What follows belongs to an exercise in optimizing a design on an open flow for small area, a short achievable clock period and few clock cycles; a production flow would make more cautious choices.
In this exercise RTL edits were held to simulation tests only and were not proved equivalent to the original.
Power and IR drop assume default switching activity.

==> flow/design.v <==
package mem_subsys_pkg;
  localparam int ADDR_W = 32;
  localparam int DATA_W = 32;
  localparam int BYTE_W = 8;
  typedef enum logic [1:0] {
    LEN_BYTE = 2'd0,
    LEN_HALF = 2'd1,
    LEN_WORD = 2'd2
  } mem_len_t;
  localparam logic [1:0] IO_SEL = 2'b11;
  localparam int unsigned MEM_BYTES = 131072;
endpackage
`timescale 1ns/100ps
module byte_sequencer (
  input  logic                                clk_in,
  input  logic                                reset,
  input  logic                                rdy_in,
  input  logic                                seq_start,
  input  logic [mem_subsys_pkg::ADDR_W-1:0]   seq_addr,
  input  mem_subsys_pkg::mem_len_t            seq_len,
  input  logic                                seq_write,
  input  logic [mem_subsys_pkg::DATA_W-1:0]   seq_wdata,
  input  logic [mem_subsys_pkg::BYTE_W-1:0]   mem_din,
  output logic                                seq_busy,
  output logic                                seq_done,
  output logic [mem_subsys_pkg::DATA_W-1:0]   seq_rdata,
  output logic [mem_subsys_pkg::ADDR_W-1:0]   mem_a,
  output logic [mem_subsys_pkg::BYTE_W-1:0]   mem_dout,
  output logic                                mem_wr
);
  localparam int BW = mem_subsys_pkg::BYTE_W;
  logic                               busy_q;
  logic [2:0]                         step_q;
  logic [2:0]                         nbytes_q;
  logic                               write_q;
  logic [mem_subsys_pkg::DATA_W-1:0]  wdata_q;
  logic [mem_subsys_pkg::DATA_W-1:0]  rdata_q;
  logic [2:0]                         start_bytes;
  logic [2:0]                         rd_idx;
  logic [2:0]                         last_idx;
  always_comb begin
    case (seq_len)
      mem_subsys_pkg::LEN_BYTE: start_bytes = 3'd1;
      mem_subsys_pkg::LEN_HALF: start_bytes = 3'd2;
      default:                  start_bytes = 3'd4;
    endcase
  end
  assign rd_idx   = step_q - 3'd2;
  assign last_idx = nbytes_q - 3'd1;
  assign seq_busy = busy_q;
  assign seq_done = rdy_in && busy_q &&
                    (write_q ? (step_q == nbytes_q) : (step_q == nbytes_q + 3'd1));
  always_comb begin
    seq_rdata = rdata_q;
    seq_rdata[last_idx[1:0]*BW +: BW] = mem_din;
  end
  always_ff @(posedge clk_in) begin
    if (reset) begin
      busy_q <= 1'b0;
      step_q <= 3'd0;
      mem_a  <= '0;
      mem_wr <= 1'b0;
    end else if (rdy_in) begin
      if (seq_start) begin
        busy_q   <= 1'b1;
        step_q   <= 3'd1;
        nbytes_q <= start_bytes;
        write_q  <= seq_write;
        mem_a    <= seq_addr;
        mem_wr   <= seq_write;
        mem_dout <= seq_wdata[BW-1:0];
        wdata_q  <= seq_wdata >> BW;
        rdata_q  <= '0;
      end else if (busy_q) begin
        if (seq_done) begin
          busy_q <= 1'b0;
          step_q <= 3'd0;
          mem_wr <= 1'b0;
        end else begin
          step_q <= step_q + 3'd1;
          if (step_q < nbytes_q) begin
            mem_a    <= mem_a + 1'b1;
            mem_dout <= wdata_q[BW-1:0];
            wdata_q  <= wdata_q >> BW;
          end else begin
            mem_wr <= 1'b0;
          end
          if (!write_q && step_q >= 3'd2) begin
            rdata_q[rd_idx[1:0]*BW +: BW] <= mem_din;
          end
        end
      end
    end
  end
endmodule
`timescale 1ns/100ps
module mem_ctrl (
  input  logic                                clk_in,
  input  logic                                reset,
  input  logic                                rdy_in,
  input  logic                                ic_req,
  input  logic [mem_subsys_pkg::ADDR_W-1:0]   ic_addr,
  input  logic                                ls_read,
  input  logic                                ls_write,
  input  logic [mem_subsys_pkg::ADDR_W-1:0]   ls_addr,
  input  mem_subsys_pkg::mem_len_t            ls_len,
  input  logic [mem_subsys_pkg::DATA_W-1:0]   ls_wdata,
  input  logic                                io_buffer_full,
  input  logic                                seq_busy,
  input  logic                                seq_done,
  input  logic [mem_subsys_pkg::DATA_W-1:0]   seq_rdata,
  output logic                                ic_done,
  output logic [mem_subsys_pkg::DATA_W-1:0]   ic_word,
  output logic                                ls_done,
  output logic [mem_subsys_pkg::DATA_W-1:0]   ls_rdata,
  output logic                                seq_start,
  output logic [mem_subsys_pkg::ADDR_W-1:0]   seq_addr,
  output mem_subsys_pkg::mem_len_t            seq_len,
  output logic                                seq_write,
  output logic [mem_subsys_pkg::DATA_W-1:0]   seq_wdata
);
  logic                               ls_pend_q;
  logic                               ls_wr_q;
  logic [mem_subsys_pkg::ADDR_W-1:0]  ls_addr_q;
  mem_subsys_pkg::mem_len_t           ls_len_q;
  logic [mem_subsys_pkg::DATA_W-1:0]  ls_wdata_q;
  logic                               own_ls_q;
  logic                               ls_io;
  logic                               ls_hold;
  logic                               start_ls;
  logic                               start_ic;
  assign ls_io   = (ls_addr_q[17:16] == mem_subsys_pkg::IO_SEL);
  assign ls_hold = ls_wr_q && ls_io && io_buffer_full;
  assign start_ls = rdy_in && !seq_busy && ls_pend_q && !ls_hold;
  assign start_ic = rdy_in && !seq_busy && ic_req && !start_ls;
  assign seq_start = start_ls || start_ic;
  assign seq_addr  = start_ls ? ls_addr_q : ic_addr;
  assign seq_len   = start_ls ? ls_len_q : mem_subsys_pkg::LEN_WORD;
  assign seq_write = start_ls && ls_wr_q;
  assign seq_wdata = ls_wdata_q;
  assign ls_done  = seq_done && own_ls_q;
  assign ic_done  = seq_done && !own_ls_q;
  assign ls_rdata = seq_rdata;
  assign ic_word  = seq_rdata;
  always_ff @(posedge clk_in) begin
    if (reset) begin
      ls_pend_q <= 1'b0;
      own_ls_q  <= 1'b0;
    end else if (rdy_in) begin
      if (ls_read || ls_write) begin
        ls_pend_q  <= 1'b1;
        ls_wr_q    <= ls_write;
        ls_addr_q  <= ls_addr;
        ls_len_q   <= ls_len;
        ls_wdata_q <= ls_wdata;
      end else if (start_ls) begin
        ls_pend_q <= 1'b0;
      end
      if (seq_start) begin
        own_ls_q <= start_ls;
      end
    end
  end
endmodule
`timescale 1ns/100ps
module icache #(
  parameter int ICACHE_INDEX_BITS = 6
) (
  input  logic                                clk_in,
  input  logic                                reset,
  input  logic                                rdy_in,
  input  logic                                flush,
  input  logic                                fetch,
  input  logic [mem_subsys_pkg::ADDR_W-1:0]   fetch_pc,
  input  logic                                ic_done,
  input  logic [mem_subsys_pkg::DATA_W-1:0]   ic_word,
  output logic                                instr_valid,
  output logic [mem_subsys_pkg::DATA_W-1:0]   instr,
  output logic                                ic_req,
  output logic [mem_subsys_pkg::ADDR_W-1:0]   ic_addr
);
  localparam int LINES  = 1 << ICACHE_INDEX_BITS;
  localparam int IDX_HI = ICACHE_INDEX_BITS + 1;
  localparam int TAG_LO = ICACHE_INDEX_BITS + 2;
  localparam int TAG_W  = 18 - TAG_LO;
  logic [LINES-1:0]                   valid_q;
  logic [TAG_W-1:0]                   tag_q  [LINES];
  logic [mem_subsys_pkg::DATA_W-1:0]  data_q [LINES];
  logic                               instr_valid_q;
  logic [mem_subsys_pkg::DATA_W-1:0]  instr_q;
  logic                               ic_req_q;
  logic [mem_subsys_pkg::ADDR_W-1:0]  ic_addr_q;
  logic                               drop_q;
  logic                               pend_q;
  logic [mem_subsys_pkg::ADDR_W-1:0]  pend_pc_q;
  logic                               look_req;
  logic [mem_subsys_pkg::ADDR_W-1:0]  look_pc;
  logic [ICACHE_INDEX_BITS-1:0]       look_idx;
  logic                               hit;
  logic [ICACHE_INDEX_BITS-1:0]       fill_idx;
  assign look_req = !ic_req_q && (fetch || (pend_q && !flush));
  assign look_pc  = (pend_q && !fetch) ? pend_pc_q : fetch_pc;
  assign look_idx = look_pc[IDX_HI:2];
  assign hit      = valid_q[look_idx] && (tag_q[look_idx] == look_pc[17:TAG_LO]);
  assign fill_idx = ic_addr_q[IDX_HI:2];
  assign instr_valid = instr_valid_q && rdy_in;
  assign instr       = instr_q;
  assign ic_req      = ic_req_q;
  assign ic_addr     = ic_addr_q;
  always_ff @(posedge clk_in) begin
    if (reset) begin
      valid_q       <= '0;
      instr_valid_q <= 1'b0;
      ic_req_q      <= 1'b0;
      drop_q        <= 1'b0;
      pend_q        <= 1'b0;
    end else if (rdy_in) begin
      instr_valid_q <= 1'b0;
      if (look_req) begin
        pend_q <= 1'b0;
        if (hit) begin
          instr_valid_q <= 1'b1;
          instr_q       <= data_q[look_idx];
        end else begin
          ic_req_q  <= 1'b1;
          ic_addr_q <= {look_pc[mem_subsys_pkg::ADDR_W-1:2], 2'b00};
          drop_q    <= 1'b0;
        end
      end else if (ic_req_q) begin
        if (fetch) begin
          pend_q    <= 1'b1;
          pend_pc_q <= fetch_pc;
        end else if (flush) begin
          pend_q <= 1'b0;
        end
        if (flush) begin
          drop_q <= 1'b1;
        end
        if (ic_done) begin
          ic_req_q           <= 1'b0;
          valid_q[fill_idx]  <= 1'b1;
          tag_q[fill_idx]    <= ic_addr_q[17:TAG_LO];
          data_q[fill_idx]   <= ic_word;
          instr_valid_q      <= !(drop_q || flush);
          instr_q            <= ic_word;
        end
      end else if (flush) begin
        pend_q <= 1'b0;
      end
    end
  end
endmodule
`timescale 1ns/100ps
module mem_subsys #(
  parameter int ICACHE_INDEX_BITS = 6
) (
  input  logic                                clk_in,
  input  logic                                reset,
  input  logic                                rdy_in,
  input  logic                                flush,
  input  logic                                fetch,
  input  logic [mem_subsys_pkg::ADDR_W-1:0]   fetch_pc,
  output logic                                instr_valid,
  output logic [mem_subsys_pkg::DATA_W-1:0]   instr,
  input  logic                                ls_read,
  input  logic                                ls_write,
  input  logic [mem_subsys_pkg::ADDR_W-1:0]   ls_addr,
  input  logic [1:0]                          ls_len,
  input  logic [mem_subsys_pkg::DATA_W-1:0]   ls_wdata,
  output logic                                ls_done,
  output logic [mem_subsys_pkg::DATA_W-1:0]   ls_rdata,
  input  logic [mem_subsys_pkg::BYTE_W-1:0]   mem_din,
  output logic [mem_subsys_pkg::BYTE_W-1:0]   mem_dout,
  output logic [mem_subsys_pkg::ADDR_W-1:0]   mem_a,
  output logic                                mem_wr,
  input  logic                                io_buffer_full
);
  logic                               ic_req;
  logic [mem_subsys_pkg::ADDR_W-1:0]  ic_addr;
  logic                               ic_done;
  logic [mem_subsys_pkg::DATA_W-1:0]  ic_word;
  logic                               seq_start;
  logic [mem_subsys_pkg::ADDR_W-1:0]  seq_addr;
  mem_subsys_pkg::mem_len_t           seq_len;
  logic                               seq_write;
  logic [mem_subsys_pkg::DATA_W-1:0]  seq_wdata;
  logic                               seq_busy;
  logic                               seq_done;
  logic [mem_subsys_pkg::DATA_W-1:0]  seq_rdata;
  icache #(
    .ICACHE_INDEX_BITS (ICACHE_INDEX_BITS)
  ) icache0 (
    .clk_in      (clk_in),
    .reset       (reset),
    .rdy_in      (rdy_in),
    .flush       (flush),
    .fetch       (fetch),
    .fetch_pc    (fetch_pc),
    .ic_done     (ic_done),
    .ic_word     (ic_word),
    .instr_valid (instr_valid),
    .instr       (instr),
    .ic_req      (ic_req),
    .ic_addr     (ic_addr)
  );
  mem_ctrl mem_ctrl0 (
    .clk_in         (clk_in),
    .reset          (reset),
    .rdy_in         (rdy_in),
    .ic_req         (ic_req),
    .ic_addr        (ic_addr),
    .ls_read        (ls_read),
    .ls_write       (ls_write),
    .ls_addr        (ls_addr),
    .ls_len         (mem_subsys_pkg::mem_len_t'(ls_len)),
    .ls_wdata       (ls_wdata),
    .io_buffer_full (io_buffer_full),
    .seq_busy       (seq_busy),
    .seq_done       (seq_done),
    .seq_rdata      (seq_rdata),
    .ic_done        (ic_done),
    .ic_word        (ic_word),
    .ls_done        (ls_done),
    .ls_rdata       (ls_rdata),
    .seq_start      (seq_start),
    .seq_addr       (seq_addr),
    .seq_len        (seq_len),
    .seq_write      (seq_write),
    .seq_wdata      (seq_wdata)
  );
  byte_sequencer byte_sequencer0 (
    .clk_in    (clk_in),
    .reset     (reset),
    .rdy_in    (rdy_in),
    .seq_start (seq_start),
    .seq_addr  (seq_addr),
    .seq_len   (seq_len),
    .seq_write (seq_write),
    .seq_wdata (seq_wdata),
    .mem_din   (mem_din),
    .seq_busy  (seq_busy),
    .seq_done  (seq_done),
    .seq_rdata (seq_rdata),
    .mem_a     (mem_a),
    .mem_dout  (mem_dout),
    .mem_wr    (mem_wr)
  );
endmodule
==> flow/run.sh <==
#!/bin/bash
# synth_recipe.tcl (not shown) runs the flow's synth.tcl, then flattens the netlist and writes it again
# the make line also repeats each setting of config.mk as NAME=value (left out here)
make -C /OpenROAD-flow-scripts/flow DESIGN_CONFIG=/design/flow/config.mk WORK_HOME=/design/flow/orfs CLKGATE_MAP_FILE= SYNTH_SCRIPT=/design/flow/synth_recipe.tcl finish
==> flow/config.mk <==
export PLATFORM = sky130hd
export DESIGN_NAME = mem_subsys
export DESIGN_NICKNAME = mem_subsys
export VERILOG_FILES = /design/flow/design.v
export SDC_FILE = /design/flow/constraint.sdc
export NUM_CORES = 4
export LEC_CHECK = 0
export CAP_MARGIN = 20
export CORE_MARGIN = 2
export CORE_UTILIZATION = 40
export PLACE_DENSITY = 0.42
export SLEW_MARGIN = 20
==> flow/constraint.sdc <==
create_clock -name core_clock -period 7.0 [get_ports {clk_in}]
set_input_delay 1.4000 -clock core_clock [delete_from_list [all_inputs] [get_ports {clk_in}]]
set_output_delay 1.4000 -clock core_clock [all_outputs]
set_load 0.01 [all_outputs]
==> results_dict.tcl <==
set metrics [dict create \
    status "no timing/DRC/antenna violations" \
    totalWireLength_um 433800 \
    fin_nets 9720 \
    required_ns 7.56 \
    synth_edf_count 2915 \
    antenna_found_initial 25 \
    synth_top_area_share 0.7200 \
    synth.distinct_cells 80 \
    grt_pass1_wl_um 603700 \
    dp_hpwl_um 239500 \
    hold_violations 0 \
    clk-insertion-delay-late_ns 0.93 \
    swShare 0.2343 \
    grt_max_degree 154 \
    tightest_slew_ns 1.225 \
    core_area_sq_um 302500 \
    drtPass1Iterations 7 \
    cts_made_buffers 343 \
    syn_nets 9439 \
    fin_crit_sh 0.9343 \
    dpl.cell_count 13220 \
    crit_start "fetch" \
    rows 202 \
    port_buffers 218 \
    ys_ff_latch 3022 \
    power.density_nw_per_um2 283.0 \
    fin_crit_ns 6.540 \
    die_width_um 555.3 \
    cp_max_fo 69 \
    synthesis.area_sq_um 121600 \
    endpoint "icache0.instr_q[8]$_DFFE_PP_" \
    clockBufferDepth 4 \
    syn_inst 9308 \
    fmax_ghz 0.1529 \
    p_comb_frac 0.071 \
    die_h_um 555.3 \
    seq_area_frac_synth 0.7376 \
    fillCellCount 26880 \
    yosysWarnings 3 \
    cp-end-kind "flop" \
    synth_top_area_cell "edfxtp_1" \
    worst_path_max_delay_cell "o31ai_2" \
    tns_ns 0 \
    grt_pass1_vias 75460 \
    ff2ff_path_depth 13 \
    arrival_ns 7.10 \
    leakage_nw 47.75 \
    dieArea_sq_um 308400 \
    yosys_most_used_dff "edfxtp_1" \
    instances_no_fill 13850 \
    cts_tree "yes" \
    cp-start-kind "primary input" \
    drtIter0Drc 7585 \
    synth_top_cells_by_area "edfxtp_1 (72%), nand2_1 (7.8%), nand3_1 (4.7%), a311oi_1 (2.1%), dfxtp_1 (1.8%)" \
    grt_setup_unrepaired "no" \
    r2r_start "icache0.pend_q$_SDFFE_PP0P_" \
    async_flop_share 0 \
    min_from "icache0.valid_q[55]$_SDFFE_PP0P_" \
    max_cap_viol_count 0 \
    ctsResizeCount 0 \
    p_int_mw 30.64 \
    hold_class "flop to flop" \
    seqPwrFrac 0.499 \
    vias_per_cell 5.721 \
    crit_type "primary input to flop" \
    slew_headroom 0.1600 \
    pwr-share-clk 0.430 \
    ant_nets 0 \
    start_util 0.4019 \
    path_cells "clkdlybuf4s50_1, nor2b_4, buf_4, a211oi_1, a21oi_1, o22ai_1, o21ai_0, nor4bb_1, xor2_1, nor4_1, mux2i_1, o31ai_2, and3_2, buf_12" \
    area.growth.synth_to_final_pct 16.34 \
    gp_congestion 0.7870 \
    clkTransAtPathRegs_ns 0.05 \
    clock_skew_ns 0.04172 \
    ff2ff_setup_slack_ns 0.75 \
    drive_gt1_frac 0.1026 \
    finalMaxSlewViolations 0 \
    vias 79210 \
    worstReg2RegEnd "icache0.instr_q[8]$_DFFE_PP_" \
    drc 0 \
    switchingPower_mw 9.377 \
    wl_per_cell_um 31.33 \
    avgSynthCellArea_sq_um 13.06 \
    grt_usage 0.2756 \
    cts_num_sinks 3022 \
    hold_buffers 0 \
    io_pins 221 \
    clock-root-buffer "clkbuf_16" \
    critPathMaxStageDelay_ns 0.81 \
    finalSetupViolations 0 \
    cts_setup_buffers 0 \
    peakVddDrop_v 0.0002085 \
    globalRouteOverflowTotal 0 \
    cts_max_level 5 \
]
==> state kept, by name, summed over array words and instances, names as in the netlist, 2 cells and up <==
register and cells:
icache0.data_q 2048, icache0.tag_q 640, icache0.valid_q 64, byte_sequencer0.mem_a 32, byte_sequencer0.rdata_q 32, icache0.instr_q 32
mem_ctrl0.ls_addr_q 32, mem_ctrl0.ls_wdata_q 32, icache0.ic_addr_q 30, icache0.pend_pc_q 30, byte_sequencer0.wdata_q 24, byte_sequencer0.mem_dout 8
byte_sequencer0.nbytes_q 3, byte_sequencer0.step_q 3, mem_ctrl0.ls_len_q 2
==> critical path, delay by kind of cell <==
kind | cells | cell delay (ns)
xor+xnor | 1 | 0.13
buf+inv | 3 | 1.48
compound gates | 5 | 1.62
simple gates | 4 | 1.94
mux | 1 | 0.23
==> cells by family (layout without fill, tap and decap cells) <==
kind of cell	count (synthesis)	after routing	synth area share
AOI/OAI and AO/OA	1025	1025	0.06380
xor gates and xnor gates	27	27	0.001945
adders and majority gates	17	17	0.001750
buffers and inverters	726	1275	0.02457
DFF	3022	3022	0.7376
muxes	218	218	0.02028
other	0	11	0
and+or+nand+nor	4273	4273	0.1500
==> cell usage in the layout, fill, tap and decap left out, types with 68 or more instances in the layout <==
cell type and count:
buf_12 86, edfxtp_1 2915, dfxtp_1 107, nand3_1 1131, and3_1 143, inv_1 74
mux2i_1 158, nor2_1 232, clkinv_1 80, a31oi_1 133, a21oi_1 81, nand2_1 2530
a211oi_1 106, nor2_4 68, clkbuf_1 91, buf_4 278, a311oi_1 294, o21ai_0 81
clkdlybuf4s50_1 216, clkbuf_16 355
==> power groups by stage <==
stage                     clock network, mW  logic [mW]  registers [mW]
after floorplan                           0        1.53            20.4
after global placement                    0        2.82            20.4
after detailed placement                  0        2.83            20.4
after CTS                              17.5        2.84            20.0
after global routing                   18.2        3.04            20.0
final                                  17.2        2.83            20.0
==> cell usage after synthesis, types with 7 or more instances <==
cell type  instances
nor2_1           304
o22ai_1           29
nor2b_1           34
nand4_1           34
nand2b_1          10
mux2_2            34
edfxtp_1        2915
xor2_1             8
and3_1           144
nand3b_1           7
dfxtp_1          107
nand3_1         1131
ha_1              17
and2_1            12
a32oi_1           29
buf_6              8
a311oi_1         294
clkbuf_1         448
o221ai_1           9
mux4_2            19
a31oi_1          133
a41oi_1            8
a311o_1           64
clkbuf_2           8
a211oi_1         107
buf_2            109
a22oi_1           18
xnor2_1           19
inv_1             75
nor3_1            31
buf_1             60
buf_4             14
o2bb2ai_1         31
nor4_1            11
o211ai_1          14
a21oi_1           82
o21ai_0          115
mux2i_1          164
nand2_1         2532
nor3b_1            7
a2bb2oi_1         32
==> how the worst min path moves through the flow <==
stage                     slack, ns  depth (start not counted)                          endpoint
after floorplan                0.43                          1  icache0.valid_q[34]$_SDFFE_PP0P_
after global placement         0.44                          1  icache0.valid_q[53]$_SDFFE_PP0P_
after detailed placement       0.45                          1  icache0.valid_q[53]$_SDFFE_PP0P_
after CTS                      0.47                          1  icache0.valid_q[53]$_SDFFE_PP0P_
after global routing           0.47                          1  icache0.valid_q[54]$_SDFFE_PP0P_
final                          0.46                          1  icache0.valid_q[55]$_SDFFE_PP0P_
==> cell type report <==
cell class,instances,area [sq um],share of cell area
multi-input cells,5560,29990,0.2120
repair buffers,583,5986,0.04232
diodes,11,27.53,0.0001946
flip-flops and latches,3022,89680,0.6340
well taps,3978,4977,0.03519
clock inverters,165,1210,0.008554
inverters,79,327.8,0.002318
clock buffers,448,9253,0.06542
==> per-layer routing <==
| layer | wire length, um | GRT usage | vias to the layer above | part of all wire |
|---|---|---|---|---|
| met4 | 9766 | 0.06577 | 0 | 0.023 |
| met5 | 0 | 0 | - | 0 |
| li1 | - | - | 35180 | - |
| met1 | 194500 | 0.3935 | 41130 | 0.45 |
| met3 | 21860 | 0.02981 | 512 | 0.050 |
| met2 | 207700 | 0.4512 | 2384 | 0.48 |
==> through the flow <==
stage / setup slack, ns / hold slack [ns] / utilization / area [sq um] / total power [mW]
6_report: 0.4596 / 0.4649 / 0.4675 / 141400 / 40.02
4_1_cts: 0.5537 / 0.4665 / 0.4674 / 141400 / 40.37
3_5_place_dp: -0.4032 / 0.4483 / 0.4328 / 130900 / 23.20
3_3_place_gp: -0.4262 / 0.4439 / 0.4327 / 130900 / 23.18
5_1_grt: 0.3779 / 0.4746 / 0.4675 / 141400 / 41.18
2_1_floorplan: 1.676 / 0.4317 / - / 121600 / 21.94
Testbench counts, summed over its fixed seeds: cycles 131,202.

## re-timing with driven ports
The results above use ideal ports. As a check the final layout listed here was re-extracted and re-timed, cells and wires unchanged.
Step 1, drivers: a clkbuf_16 drives clk_in and a buf_2 each remaining input, both assumed.
Step 2 also shifts input and output timing later by t, the mid clock arrival at the registers, as if the neighbouring blocks saw the same clock.
Slacks: ideal ports / drivers / drivers and shift; pairs: ideal ports / drivers.
t, ns: 1.015
setup slack, ns: 0.460 / 0.547 / -0.468
worst hold slack (ns): 0.465 / 0.465 / 0.465
With both steps, setup timing fails in this run, where it was met with ideal ports. The setup slack of this run moves by +0.087 ns with the drivers and by -0.928 ns with both steps.
